Background: an optimization exercise with open tools, aiming at small area. Do not read the settings as production practice.
RTL that was checked went through simulation tests only; none was proved equivalent to the original.
The flow treats the clock pin as an ideal source. Dropping or thinning the clock tree relies on that and would not hold on a real chip.
Power is estimated from default activity; no workload was simulated.

==> inputs of ember <==
// motor_drive_level_regulator
module motor_drive_level_regulator #(
  parameter int PWM_MID = 0,
  parameter int PWM_MAX = 1000
) (
  input  logic        clk,
  input  logic        rst_n,
  input  logic        in_tvalid,
  output logic        in_tready,
  input  logic [63:0] in_tdata,
  output logic        out_tvalid,
  input  logic        out_tready,
  output logic [23:0] out_tdata,
  input  logic        cfg_valid,
  output logic        cfg_ready,
  input  logic [2:0]  cfg_index,
  input  logic [13:0] cfg_data
);
export LEC_CHECK = 0
export ABC_AREA = 1
export CAP_MARGIN = 20
export CORE_MARGIN = 2
export CORE_UTILIZATION = 40
export SLEW_MARGIN = 20
create_clock -name core_clock -period 12.0 [get_ports {clk}]
standard.sh (not shown) runs the stock make flow with config.mk's settings and CLKGATE_MAP_FILE= SYNTH_SCRIPT=/design/flow/synth_recipe.tcl, a recipe that flattens the netlist after the stock synthesis.
==> flow/flow/run.sh <==
#!/bin/bash
# Own layout flow: the standard synthesis, then the combinational logic re-mapped with a
# stronger ABC area script (registers kept as they are), then the standard layout with
# the smallest buffer on the ports. Each tool's output goes to a log file of its own here.
set -euo pipefail
W=$PWD
R=$W/orfs/results/$FLOW_PLATFORM/motor_drive_level_regulator/base
YOSYS=$FLOW_HOME/../tools/install/yosys/bin/yosys
LIB=$FLOW_HOME/platforms/$FLOW_PLATFORM/lib/sky130_fd_sc_hd__tt_025C_1v80.lib

bash standard.sh synth > $W/flow_synth.log 2>&1
cp $R/1_2_yosys.v $W/std_netlist.v

sed -e "s#@LIB@#$LIB#g" -e "s#@IN@#$W/std_netlist.v#g" -e "s#@OUT@#$W/reabc_netlist.v#g" \
    -e "s#@ABC@#$W/flow/area.abc#g" -e "s#@STAT@#$W/reabc_stat.txt#g" \
    $W/flow/reabc.ys > $W/reabc_run.ys
$YOSYS -s $W/reabc_run.ys > $W/flow_reabc.log 2>&1

sed -e "s#@LIB@#$LIB#g" -e "s#@STD@#$W/std_netlist.v#g" -e "s#@NEW@#$W/reabc_netlist.v#g" \
    $W/flow/equiv.ys > $W/equiv_run.ys
# keep the standard netlist unless the re-mapped one is proven equal to it
if $YOSYS -s $W/equiv_run.ys > $W/flow_equiv.log 2>&1; then
  cp $W/reabc_netlist.v $R/1_2_yosys.v
else
  echo "re-mapped netlist not proven equal; keeping the standard one" >> $W/flow_equiv.log
fi
rm -f $R/1_synth.odb $R/1_synth.sdc
export BUFFER_PORTS_ARGS="-buffer_cell sky130_fd_sc_hd__buf_1"
if [[ -f $W/flow/cts_args.txt ]]; then
  export CTS_ARGS="$(cat $W/flow/cts_args.txt)"
fi
bash standard.sh > $W/flow_layout.log 2>&1
==> flow/flow/area.abc <==
strash
&get -n
&deepsyn -T 60
&put
dc2
&get -n
&dch -f
&nf -R 1000
&put
==> flow/flow/cts_args.txt <==
-sink_clustering_enable -repair_clock_nets -buf_list sky130_fd_sc_hd__clkbuf_8 -dont_use_dummy_load
==> flow/flow/reabc.ys <==
# Re-map the combinational logic of the standard netlist; registers stay as they are.
read_liberty -ignore_miss_func -ignore_miss_dir @LIB@
blackbox sky130_fd_sc_hd__df* sky130_fd_sc_hd__edf* sky130_fd_sc_hd__sdf* sky130_fd_sc_hd__sedf* sky130_fd_sc_hd__dl* sky130_fd_sc_hd__conb_1 sky130_fd_sc_hd__fa_1 sky130_fd_sc_hd__ha_1
read_verilog @IN@
hierarchy -top motor_drive_level_regulator
flatten
opt -purge
abc -liberty @LIB@ -dont_use sky130_fd_sc_hd__lpflow_bleeder_1 -dont_use sky130_fd_sc_hd__lpflow_clkbufkapwr_1 -dont_use sky130_fd_sc_hd__lpflow_clkbufkapwr_16 -dont_use sky130_fd_sc_hd__lpflow_clkbufkapwr_2 -dont_use sky130_fd_sc_hd__lpflow_clkbufkapwr_4 -dont_use sky130_fd_sc_hd__lpflow_clkbufkapwr_8 -dont_use sky130_fd_sc_hd__lpflow_clkinvkapwr_1 -dont_use sky130_fd_sc_hd__lpflow_clkinvkapwr_16 -dont_use sky130_fd_sc_hd__lpflow_clkinvkapwr_2 -dont_use sky130_fd_sc_hd__lpflow_clkinvkapwr_4 -dont_use sky130_fd_sc_hd__lpflow_clkinvkapwr_8 -dont_use sky130_fd_sc_hd__lpflow_decapkapwr_12 -dont_use sky130_fd_sc_hd__lpflow_decapkapwr_3 -dont_use sky130_fd_sc_hd__lpflow_decapkapwr_4 -dont_use sky130_fd_sc_hd__lpflow_decapkapwr_6 -dont_use sky130_fd_sc_hd__lpflow_decapkapwr_8 -dont_use sky130_fd_sc_hd__lpflow_inputiso0n_1 -dont_use sky130_fd_sc_hd__lpflow_inputiso0p_1 -dont_use sky130_fd_sc_hd__lpflow_inputiso1n_1 -dont_use sky130_fd_sc_hd__lpflow_inputiso1p_1 -dont_use sky130_fd_sc_hd__lpflow_inputisolatch_1 -dont_use sky130_fd_sc_hd__lpflow_isobufsrc_1 -dont_use sky130_fd_sc_hd__lpflow_isobufsrc_16 -dont_use sky130_fd_sc_hd__lpflow_isobufsrc_2 -dont_use sky130_fd_sc_hd__lpflow_isobufsrc_4 -dont_use sky130_fd_sc_hd__lpflow_isobufsrc_8 -dont_use sky130_fd_sc_hd__lpflow_isobufsrckapwr_16 -dont_use sky130_fd_sc_hd__lpflow_lsbuf_lh_hl_isowell_tap_1 -dont_use sky130_fd_sc_hd__lpflow_lsbuf_lh_hl_isowell_tap_2 -dont_use sky130_fd_sc_hd__lpflow_lsbuf_lh_hl_isowell_tap_4 -dont_use sky130_fd_sc_hd__lpflow_lsbuf_lh_isowell_4 -dont_use sky130_fd_sc_hd__lpflow_lsbuf_lh_isowell_tap_1 -dont_use sky130_fd_sc_hd__lpflow_lsbuf_lh_isowell_tap_2 -dont_use sky130_fd_sc_hd__lpflow_lsbuf_lh_isowell_tap_4 -dont_use sky130_fd_sc_hd__probe_p_8 -dont_use sky130_fd_sc_hd__probec_p_8  -dont_use sky130_fd_sc_hd__fa_* -dont_use sky130_fd_sc_hd__ha_* -dont_use sky130_fd_sc_hd__fah* -script @ABC@
opt_clean -purge
hilomap -singleton -hicell sky130_fd_sc_hd__conb_1 HI -locell sky130_fd_sc_hd__conb_1 LO
splitnets
opt_clean -purge
tee -o @STAT@ stat -liberty @LIB@
write_verilog -noattr -nohex -nodec @OUT@
Other scripts of this flow, unchanged in this note and not shown: flow/flow/equiv.ys
==> inputs of lagoon, as changes to ember <==
--- a/flow/design.v
+++ b/flow/design.v
@@ -24,13 +24,13 @@
   input  logic        cfg_valid,
   output logic        cfg_ready,
   input  logic [2:0]  cfg_index,
   input  logic [13:0] cfg_data
 );
   logic [1:0]  mode_r;
-  logic [11:0] lim_r;
+  logic [11:0] lim_n;
   logic        bbc_r;
   logic        coast_r;
   logic        wen_r;
   logic [13:0] wspd_n;
   logic [12:0] wcur_n;
   logic [5:0]  wmax_n;
@@ -49,12 +49,18 @@
   function automatic logic ult(input logic [13:0] x, input logic [13:0] y);
     logic c;
     c = 1'b0;
     for (int i = 0; i < 14; i++) c = (!x[i] && y[i]) || ((!x[i] || y[i]) && c);
     ult = c;
   endfunction
+  function automatic logic ugt(input logic [13:0] x, input logic [13:0] y, input logic ci);
+    logic c;
+    c = ci;
+    for (int i = 0; i < 14; i++) c = (x[i] && !y[i]) || ((x[i] || !y[i]) && c);
+    ugt = c;
+  endfunction
   function automatic logic [13:0] add13(input logic [12:0] x, input logic [12:0] y,
                                         input logic ci);
     logic c;
     c = ci;
     for (int i = 0; i < 13; i++) begin
       add13[i] = x[i] ^ y[i] ^ c;
@@ -69,24 +75,24 @@
   endfunction
   assign cfg_ready = 1'b1;
   logic [13:0] cfg_d;
   assign cfg_d = cfg_data & {14{rst_n}};
   always_ff @(posedge clk) begin
     if (!rst_n || (cfg_valid && cfg_index == 3'd0)) mode_r  <= cfg_d[1:0];
-    if (!rst_n || (cfg_valid && cfg_index == 3'd1)) lim_r   <= cfg_d[11:0];
+    if (!rst_n || (cfg_valid && cfg_index == 3'd1)) lim_n   <= ~cfg_d[11:0];
     if (!rst_n || (cfg_valid && cfg_index == 3'd2)) bbc_r   <= cfg_d[0];
     if (!rst_n || (cfg_valid && cfg_index == 3'd3)) coast_r <= cfg_d[0];
     if (!rst_n || (cfg_valid && cfg_index == 3'd4)) wen_r   <= cfg_d[0];
     if (!rst_n || (cfg_valid && cfg_index == 3'd5)) wspd_n  <= ~cfg_d[13:0];
     if (!rst_n || (cfg_valid && cfg_index == 3'd6)) wcur_n  <= ~cfg_d[12:0];
     if (!rst_n || (cfg_valid && cfg_index == 3'd7)) wmax_n  <= ~cfg_d[5:0];
   end
   assign s1_adv    = s1_valid_r && (!out_valid_r || out_tready);
   assign in_tready = !s1_valid_r || s1_adv;
   assign take      = in_tready && in_tvalid;
-  assign lim_on  = (lim_r != '0);
+  assign lim_on  = (lim_n != '1);
   assign abs_cfg = !lim_on && (mode_r != 2'd3);
   logic adv_pend;
   assign adv_pend = s1_valid_r && !abs_cfg;
   assign d = add10(drive_r, {{8{pend_r[1] & s1_valid_r}}, pend_r[1:0] & {2{s1_valid_r}}});
   logic [9:0] a10;
   assign a10 = add10({4'd0, adv_r}, {{8{pend_r[3] & adv_pend}}, pend_r[3:2] & {2{adv_pend}}});
@@ -96,16 +102,16 @@
     logic [11:0]        brk;
     logic signed [12:0] cur;
     logic [13:0]        spd;
     logic [8:0]         hall;
     logic               slot;
     logic               brk_on, tp, edge_seen, spd_on;
-    logic               cur_neg, cur_pos, cgn, clt, cgt, s_gt_t, t_gt_s;
+    logic               cur_neg, cur_pos, cgn, clt, cgt, s_gt_t, t_gt_s, t_ge_s;
     logic               dz, dm, d1, gt, eq, lt, lt1;
     logic [13:0]        diff;
-    logic [13:0]        cgn_sum;
+    logic               cgn_neg, cgn_pos;
     logic [13:0]        x;
     logic               up1, dn1, upb, dnb;
     logic [1:0]         s1, sb, dd, ad;
     logic               wrise;
     logic [9:0]         tsat;
     tgt  = in_tdata[13:0];
@@ -117,19 +123,25 @@
     brk_on    = (brk != '0);
     tp        = (tgt != '0);
     spd_on    = (spd != '0);
     edge_seen = (hall_r != hall);
     cur_neg   = cur[12];
     cur_pos   = !cur[12] && (cur != '0);
-    cgn_sum   = add13({1'b0, brk}, cur, 1'b0);
-    cgn       = !cur_neg ? (cur_pos || brk_on) : (cgn_sum[13] && (cgn_sum[12:0] != '0));
-    x         = (mode_r == 2'd1) ? tgt : {2'b00, lim_r};
+    cgn_neg = 1'b1;
+    cgn_pos = 1'b0;
+    for (int i = 0; i < 12; i++) begin
+      cgn_pos = !cgn_neg && ((brk[i] && cur[i]) || ((brk[i] || cur[i]) && cgn_pos));
+      cgn_neg = cgn_neg && !brk[i] && !cur[i];
+    end
+    cgn       = !cur_neg ? (cur_pos || brk_on) : cgn_pos;
+    x         = (mode_r == 2'd1) ? tgt : {2'b00, ~lim_n};
     clt       = cur_neg || ult({2'b00, cur[11:0]}, x);
     cgt       = !cur_neg && ult(x, {2'b00, cur[11:0]});
-    s_gt_t    = ult(tgt, spd);
-    t_gt_s    = ult(spd, tgt);
+    t_ge_s    = ugt(tgt, spd, brk_on);
+    s_gt_t    = !t_ge_s;
+    t_gt_s    = t_ge_s;
     dz   = (d == '0);
     dm   = (d[9:5] == 5'b11111) && (d[4] || d[3]);
     d1   = (d == 10'd1);
     diff = add13({3'd0, d}, {3'b111, ~tgt[9:0]}, 1'b1);
     gt   = (tgt[13:10] != '0) || diff[10];
     eq   = (tgt[13:10] == '0) && (diff[9:0] == '0) && !diff[10];
--- a/flow/flow/run.sh
+++ b/flow/flow/run.sh
@@ -23,10 +23,12 @@
   cp $W/reabc_netlist.v $R/1_2_yosys.v
 else
   echo "re-mapped netlist not proven equal; keeping the standard one" >> $W/flow_equiv.log
 fi
 rm -f $R/1_synth.odb $R/1_synth.sdc
 export BUFFER_PORTS_ARGS="-buffer_cell sky130_fd_sc_hd__buf_1"
-if [[ -f $W/flow/cts_args.txt ]]; then
-  export CTS_ARGS="$(cat $W/flow/cts_args.txt)"
-fi
+# one tie cell for all the constant outputs
+export SKIP_REPAIR_TIE_FANOUT=1
+# hand-built clock tree, see flow/pre_cts.tcl
+sed -e "s#@DIR@#$W/flow#g" $W/flow/pre_cts.tcl > $W/pre_cts_run.tcl
+export PRE_CTS_TCL=$W/pre_cts_run.tcl
 bash standard.sh > $W/flow_layout.log 2>&1
==> flow/flow/mktree.tcl (new file) <==
# Build a two-level clock tree by hand: the clock port drives one root buffer, which drives
# K leaf buffers, each driving the flip-flops of one cluster (k-means on their positions,
# then balanced to at most ceil(n/K) flip-flops per cluster).
proc mktree {K leafcell rootcell} {
  set db [ord::get_db]
  set block [ord::get_db_block]
  set clknet [$block findNet clk]
  set sinks {}
  set pts {}
  foreach it [$clknet getITerms] {
    set b [[$it getInst] getBBox]
    lappend sinks $it
    lappend pts [list [expr ([$b xMin]+[$b xMax])/2] [expr ([$b yMin]+[$b yMax])/2]]
  }
  set n [llength $sinks]
  # k-means, seeded by spreading along sorted x+y
  set order [lsort -integer -indices [lmap p $pts {expr [lindex $p 0]+[lindex $p 1]}]]
  set cents {}
  for {set k 0} {$k < $K} {incr k} {
    lappend cents [lindex $pts [lindex $order [expr int(($k + 0.5) * $n / $K)]]]
  }
  for {set iter 0} {$iter < 50} {incr iter} {
    set asg {}
    foreach p $pts {
      set best 0; set bd 1e18
      for {set k 0} {$k < $K} {incr k} {
        set c [lindex $cents $k]
        set dd [expr abs([lindex $p 0]-[lindex $c 0]) + abs([lindex $p 1]-[lindex $c 1])]
        if {$dd < $bd} {set bd $dd; set best $k}
      }
      lappend asg $best
    }
    set newc {}
    for {set k 0} {$k < $K} {incr k} {
      set sx 0; set sy 0; set m 0
      foreach p $pts a $asg { if {$a == $k} { set sx [expr $sx+[lindex $p 0]]; set sy [expr $sy+[lindex $p 1]]; incr m } }
      if {$m > 0} { lappend newc [list [expr $sx/$m] [expr $sy/$m]] } else { lappend newc [lindex $cents $k] }
    }
    set cents $newc
  }
  # balance the clusters: greedy nearest assignment with a cap of ceil(n/K) sinks each
  set cap [expr {($n + $K - 1) / $K}]
  for {set iter 0} {$iter < 20} {incr iter} {
    set pairs {}
    set i 0
    foreach p $pts {
      for {set k 0} {$k < $K} {incr k} {
        set c [lindex $cents $k]
        lappend pairs [list [expr abs([lindex $p 0]-[lindex $c 0]) + abs([lindex $p 1]-[lindex $c 1])] $i $k]
      }
      incr i
    }
    set pairs [lsort -real -index 0 $pairs]
    set asg [lrepeat $n -1]
    set cnt [lrepeat $K 0]
    foreach pr $pairs {
      lassign $pr dd i k
      if {[lindex $asg $i] >= 0 || [lindex $cnt $k] >= $cap} { continue }
      lset asg $i $k
      lset cnt $k [expr {[lindex $cnt $k] + 1}]
    }
    set newc {}
    for {set k 0} {$k < $K} {incr k} {
      set sx 0; set sy 0; set m 0
      foreach p $pts a $asg { if {$a == $k} { set sx [expr $sx+[lindex $p 0]]; set sy [expr $sy+[lindex $p 1]]; incr m } }
      if {$m > 0} { lappend newc [list [expr $sx/$m] [expr $sy/$m]] } else { lappend newc [lindex $cents $k] }
    }
    set cents $newc
  }
  set rm [$db findMaster $rootcell]
  set lm [$db findMaster $leafcell]
  set root [odb::dbInst_create $block $rm "clkbuf_root"]
  set rnet [odb::dbNet_create $block "clk_root"]
  $rnet setSigType CLOCK
  [$root findITerm A] connect $clknet
  [$root findITerm X] connect $rnet
  set sx 0; set sy 0
  for {set k 0} {$k < $K} {incr k} {
    set c [lindex $cents $k]
    set sx [expr $sx+[lindex $c 0]]; set sy [expr $sy+[lindex $c 1]]
    set leaf [odb::dbInst_create $block $lm "clkbuf_leaf_$k"]
    set lnet [odb::dbNet_create $block "clk_leaf_$k"]
    $lnet setSigType CLOCK
    [$leaf findITerm A] connect $rnet
    [$leaf findITerm X] connect $lnet
    $leaf setLocation [expr int([lindex $c 0])] [expr int([lindex $c 1])]
    $leaf setPlacementStatus PLACED
    set m 0
    foreach it $sinks a $asg { if {$a == $k} { $it disconnect; $it connect $lnet; incr m } }
    puts "leaf $k: $m sinks at $c"
  }
  $root setLocation [expr int($sx/$K)] [expr int($sy/$K)]
  $root setPlacementStatus PLACED
}
==> flow/flow/pre_cts.tcl (new file) <==
# Run before ORFS's CTS step: build the clock tree by hand (flow/mktree.tcl), a root buffer
# and three leaf buffers over k-means clusters of the flip-flops, in place of TritonCTS's
# nine-buffer H-tree, and make the step's clock_tree_synthesis call a no-op.
source @DIR@/mktree.tcl
mktree 3 sky130_fd_sc_hd__clkbuf_16 sky130_fd_sc_hd__clkbuf_4
proc clock_tree_synthesis { args } {
  puts "clock tree already built by mktree.tcl"
}
==> flow/flow/reabc.ys (replaced) <==
# Re-map the combinational logic of the standard netlist; registers stay as they are.
read_liberty -ignore_miss_func -ignore_miss_dir @LIB@
blackbox sky130_fd_sc_hd__df* sky130_fd_sc_hd__edf* sky130_fd_sc_hd__sdf* sky130_fd_sc_hd__sedf* sky130_fd_sc_hd__dl* sky130_fd_sc_hd__conb_1 sky130_fd_sc_hd__fa_1
read_verilog @IN@
hierarchy -top motor_drive_level_regulator
flatten
opt -purge
abc -liberty @LIB@ -dont_use sky130_fd_sc_hd__lpflow_bleeder_1 -dont_use sky130_fd_sc_hd__lpflow_clkbufkapwr_1 -dont_use sky130_fd_sc_hd__lpflow_clkbufkapwr_16 -dont_use sky130_fd_sc_hd__lpflow_clkbufkapwr_2 -dont_use sky130_fd_sc_hd__lpflow_clkbufkapwr_4 -dont_use sky130_fd_sc_hd__lpflow_clkbufkapwr_8 -dont_use sky130_fd_sc_hd__lpflow_clkinvkapwr_1 -dont_use sky130_fd_sc_hd__lpflow_clkinvkapwr_16 -dont_use sky130_fd_sc_hd__lpflow_clkinvkapwr_2 -dont_use sky130_fd_sc_hd__lpflow_clkinvkapwr_4 -dont_use sky130_fd_sc_hd__lpflow_clkinvkapwr_8 -dont_use sky130_fd_sc_hd__lpflow_decapkapwr_12 -dont_use sky130_fd_sc_hd__lpflow_decapkapwr_3 -dont_use sky130_fd_sc_hd__lpflow_decapkapwr_4 -dont_use sky130_fd_sc_hd__lpflow_decapkapwr_6 -dont_use sky130_fd_sc_hd__lpflow_decapkapwr_8 -dont_use sky130_fd_sc_hd__lpflow_inputiso0n_1 -dont_use sky130_fd_sc_hd__lpflow_inputiso0p_1 -dont_use sky130_fd_sc_hd__lpflow_inputiso1n_1 -dont_use sky130_fd_sc_hd__lpflow_inputiso1p_1 -dont_use sky130_fd_sc_hd__lpflow_inputisolatch_1 -dont_use sky130_fd_sc_hd__lpflow_isobufsrc_1 -dont_use sky130_fd_sc_hd__lpflow_isobufsrc_16 -dont_use sky130_fd_sc_hd__lpflow_isobufsrc_2 -dont_use sky130_fd_sc_hd__lpflow_isobufsrc_4 -dont_use sky130_fd_sc_hd__lpflow_isobufsrc_8 -dont_use sky130_fd_sc_hd__lpflow_isobufsrckapwr_16 -dont_use sky130_fd_sc_hd__lpflow_lsbuf_lh_hl_isowell_tap_1 -dont_use sky130_fd_sc_hd__lpflow_lsbuf_lh_hl_isowell_tap_2 -dont_use sky130_fd_sc_hd__lpflow_lsbuf_lh_hl_isowell_tap_4 -dont_use sky130_fd_sc_hd__lpflow_lsbuf_lh_isowell_4 -dont_use sky130_fd_sc_hd__lpflow_lsbuf_lh_isowell_tap_1 -dont_use sky130_fd_sc_hd__lpflow_lsbuf_lh_isowell_tap_2 -dont_use sky130_fd_sc_hd__lpflow_lsbuf_lh_isowell_tap_4 -dont_use sky130_fd_sc_hd__probe_p_8 -dont_use sky130_fd_sc_hd__probec_p_8  -dont_use sky130_fd_sc_hd__fa_* -dont_use sky130_fd_sc_hd__ha_* -dont_use sky130_fd_sc_hd__fah* -script @ABC@
opt_clean -purge
hilomap -singleton -hicell sky130_fd_sc_hd__conb_1 HI -locell sky130_fd_sc_hd__conb_1 LO
splitnets
opt_clean -purge
tee -o @STAT@ stat -liberty @LIB@
write_verilog -noattr -nohex -nodec @OUT@
--- a/flow/config.mk
+++ b/flow/config.mk
@@ -5,8 +5,8 @@
 export SDC_FILE = /design/flow/constraint.sdc
 export NUM_CORES = 4
 export LEC_CHECK = 0
 export ABC_AREA = 1
 export CAP_MARGIN = 20
 export CORE_MARGIN = 2
-export CORE_UTILIZATION = 40
+export CORE_UTILIZATION = 65
 export SLEW_MARGIN = 20
removed: flow/flow/cts_args.txt
==> inputs of raven, as changes to ember <==
--- a/flow/design.v
+++ b/flow/design.v
@@ -28,15 +28,15 @@
 );
   logic [1:0]  mode_r;
   logic [11:0] lim_r;
   logic        bbc_r;
   logic        coast_r;
   logic        wen_r;
-  logic [13:0] wspd_n;
-  logic [12:0] wcur_n;
-  logic [5:0]  wmax_n;
+  logic [13:0] wspd_r;
+  logic [12:0] wcur_r;
+  logic [5:0]  wmax_r;
   logic        s1_valid_r;
   logic        out_valid_r;
   logic        s1_adv;
   logic        take;
   logic [9:0]  drive_r;
   logic [5:0]  adv_r;
@@ -73,15 +73,15 @@
   always_ff @(posedge clk) begin
     if (!rst_n || (cfg_valid && cfg_index == 3'd0)) mode_r  <= cfg_d[1:0];
     if (!rst_n || (cfg_valid && cfg_index == 3'd1)) lim_r   <= cfg_d[11:0];
     if (!rst_n || (cfg_valid && cfg_index == 3'd2)) bbc_r   <= cfg_d[0];
     if (!rst_n || (cfg_valid && cfg_index == 3'd3)) coast_r <= cfg_d[0];
     if (!rst_n || (cfg_valid && cfg_index == 3'd4)) wen_r   <= cfg_d[0];
-    if (!rst_n || (cfg_valid && cfg_index == 3'd5)) wspd_n  <= ~cfg_d[13:0];
-    if (!rst_n || (cfg_valid && cfg_index == 3'd6)) wcur_n  <= ~cfg_d[12:0];
-    if (!rst_n || (cfg_valid && cfg_index == 3'd7)) wmax_n  <= ~cfg_d[5:0];
+    if (!rst_n || (cfg_valid && cfg_index == 3'd5)) wspd_r  <= cfg_d[13:0];
+    if (!rst_n || (cfg_valid && cfg_index == 3'd6)) wcur_r  <= cfg_d[12:0];
+    if (!rst_n || (cfg_valid && cfg_index == 3'd7)) wmax_r  <= cfg_d[5:0];
   end
   assign s1_adv    = s1_valid_r && (!out_valid_r || out_tready);
   assign in_tready = !s1_valid_r || s1_adv;
   assign take      = in_tready && in_tvalid;
   assign lim_on  = (lim_r != '0);
   assign abs_cfg = !lim_on && (mode_r != 2'd3);
@@ -191,17 +191,17 @@
       default: ;
     endcase
     s1 = up1 ? 2'b01 : dn1 ? 2'b11 : 2'b00;
     sb = upb ? 2'b01 : dnb ? 2'b11 : 2'b00;
     dd = s1 + sb;
     if (dn1 && dnb) dd = 2'b10;
-    wrise = !ult(spd, ~wspd_n) && tp && !brk_on;
+    wrise = !ult(spd, wspd_r) && tp && !brk_on;
     ad    = 2'b00;
     if (wen_r && lim_on && slot) begin
-      if (wrise && ult({1'b0, ~cur[12], cur[11:0]}, {1'b0, wcur_n[12], ~wcur_n[11:0]})) begin
-        if (ult({8'd0, a}, {8'd0, ~wmax_n})) ad = 2'b01;
+      if (wrise && ult({1'b0, ~cur[12], cur[11:0]}, {1'b0, ~wcur_r[12], wcur_r[11:0]})) begin
+        if (ult({8'd0, a}, {8'd0, wmax_r})) ad = 2'b01;
       end else if (a != '0) begin
         ad = 2'b11;
       end
     end
     tsat = ult(14'd1000, tgt) ? 10'd1000 : tgt[9:0];
     if (abs_cfg) pend_nxt = (mode_r == 2'd0) ? tsat : 10'd0;
==> flow/flow/area.abc (replaced) <==
strash
dc2
dc2
&get -n
&dch -f
&nf -R 1000
&put
==> flow/flow/reabc.ys (replaced) <==
# Re-map the combinational logic of the standard netlist; registers stay as they are.
read_liberty -ignore_miss_func -ignore_miss_dir @LIB@
blackbox sky130_fd_sc_hd__df* sky130_fd_sc_hd__edf* sky130_fd_sc_hd__sdf* sky130_fd_sc_hd__sedf* sky130_fd_sc_hd__dl* sky130_fd_sc_hd__conb_1
read_verilog @IN@
hierarchy -top motor_drive_level_regulator
flatten
opt -purge
abc -liberty @LIB@ -dont_use sky130_fd_sc_hd__lpflow_bleeder_1 -dont_use sky130_fd_sc_hd__lpflow_clkbufkapwr_1 -dont_use sky130_fd_sc_hd__lpflow_clkbufkapwr_16 -dont_use sky130_fd_sc_hd__lpflow_clkbufkapwr_2 -dont_use sky130_fd_sc_hd__lpflow_clkbufkapwr_4 -dont_use sky130_fd_sc_hd__lpflow_clkbufkapwr_8 -dont_use sky130_fd_sc_hd__lpflow_clkinvkapwr_1 -dont_use sky130_fd_sc_hd__lpflow_clkinvkapwr_16 -dont_use sky130_fd_sc_hd__lpflow_clkinvkapwr_2 -dont_use sky130_fd_sc_hd__lpflow_clkinvkapwr_4 -dont_use sky130_fd_sc_hd__lpflow_clkinvkapwr_8 -dont_use sky130_fd_sc_hd__lpflow_decapkapwr_12 -dont_use sky130_fd_sc_hd__lpflow_decapkapwr_3 -dont_use sky130_fd_sc_hd__lpflow_decapkapwr_4 -dont_use sky130_fd_sc_hd__lpflow_decapkapwr_6 -dont_use sky130_fd_sc_hd__lpflow_decapkapwr_8 -dont_use sky130_fd_sc_hd__lpflow_inputiso0n_1 -dont_use sky130_fd_sc_hd__lpflow_inputiso0p_1 -dont_use sky130_fd_sc_hd__lpflow_inputiso1n_1 -dont_use sky130_fd_sc_hd__lpflow_inputiso1p_1 -dont_use sky130_fd_sc_hd__lpflow_inputisolatch_1 -dont_use sky130_fd_sc_hd__lpflow_isobufsrc_1 -dont_use sky130_fd_sc_hd__lpflow_isobufsrc_16 -dont_use sky130_fd_sc_hd__lpflow_isobufsrc_2 -dont_use sky130_fd_sc_hd__lpflow_isobufsrc_4 -dont_use sky130_fd_sc_hd__lpflow_isobufsrc_8 -dont_use sky130_fd_sc_hd__lpflow_isobufsrckapwr_16 -dont_use sky130_fd_sc_hd__lpflow_lsbuf_lh_hl_isowell_tap_1 -dont_use sky130_fd_sc_hd__lpflow_lsbuf_lh_hl_isowell_tap_2 -dont_use sky130_fd_sc_hd__lpflow_lsbuf_lh_hl_isowell_tap_4 -dont_use sky130_fd_sc_hd__lpflow_lsbuf_lh_isowell_4 -dont_use sky130_fd_sc_hd__lpflow_lsbuf_lh_isowell_tap_1 -dont_use sky130_fd_sc_hd__lpflow_lsbuf_lh_isowell_tap_2 -dont_use sky130_fd_sc_hd__lpflow_lsbuf_lh_isowell_tap_4 -dont_use sky130_fd_sc_hd__probe_p_8 -dont_use sky130_fd_sc_hd__probec_p_8  -dont_use sky130_fd_sc_hd__fa_* -dont_use sky130_fd_sc_hd__ha_* -dont_use sky130_fd_sc_hd__fah* -script @ABC@
opt_clean -purge
hilomap -singleton -hicell sky130_fd_sc_hd__conb_1 HI -locell sky130_fd_sc_hd__conb_1 LO
splitnets
opt_clean -purge
tee -o @STAT@ stat -liberty @LIB@
write_verilog -noattr -nohex -nodec @OUT@
==> summary of the runs <==
In sequential cell count, ember and raven do not differ.
Between raven and lagoon, the lower total power is in lagoon (gap about 10%, measured against lagoon).
The lowest area after synthesis belongs to lagoon, the highest to raven.
The highest global-route usage belongs to lagoon, the lowest to raven.
==> figures <==
item                                                      raven           ember          lagoon
Result of the run                                finished clean  finished clean  finished clean
Mean number of vias per cell                              5.755           5.668           6.534
Worst hold slack                                      0.5037 ns       0.4711 ns       0.4859 ns
Met3 wire length                                        1256 um         1075 um         1333 um
End point of the most critical hold path              hall_r[1]      drive_r[9]      drive_r[9]
Number of sinks handled by clock tree synthesis              87              87               -
Data arrival time of the critical path                  7.35 ns         9.77 ns         7.01 ns
Start point of the worst hold path                    hall_r[1]       pend_r[9]       pend_r[9]
Layout-to-synthesis area ratio                          1.1419x         1.1516x         1.1231x
Number of nets at the end of the flow                       850             742             749
Function not checked in ember: the RTL went through the layout flow alone. In lagoon the design's own scripts or RTL, not TritonCTS, make the clock network.

-- what the ideal ports hide --
In the flow no input, the clock included, has a driving cell. The finished layouts below were timed again as built, in two steps.
Step 1 (the two cells are an assumption about what drives the block):
set clk [get_ports {clk}]
set_driving_cell -lib_cell sky130_fd_sc_hd__clkbuf_16 $clk
set_driving_cell -lib_cell sky130_fd_sc_hd__buf_2 [delete_from_list [all_inputs] $clk]
Step 2 moves the port delays by t, midway between the first and last clock arrival at a register: inputs arrive t later, outputs are due t later. That takes back most of the time a late clock gives input paths.
Slacks: ideal ports / drivers / drivers and shift; pairs: ideal ports / drivers.
| run | t (ns) | slack for setup (ns) | worst slew at a driven data input, ns |
|---|---|---|---|
| ember | 0.388 | 2.347 / 2.353 / 1.965 | 0.06 |
| lagoon | 0.427 | 5.163 / 5.163 / 4.836 | 0.04 |
| raven | 0.401 | 4.772 / 4.788 / 4.387 | 0.06 |
After both steps setup and hold are still met in every run listed. The setup slack of raven, which loses most, moves by +0.016 ns with the drivers and by -0.385 ns with both steps.
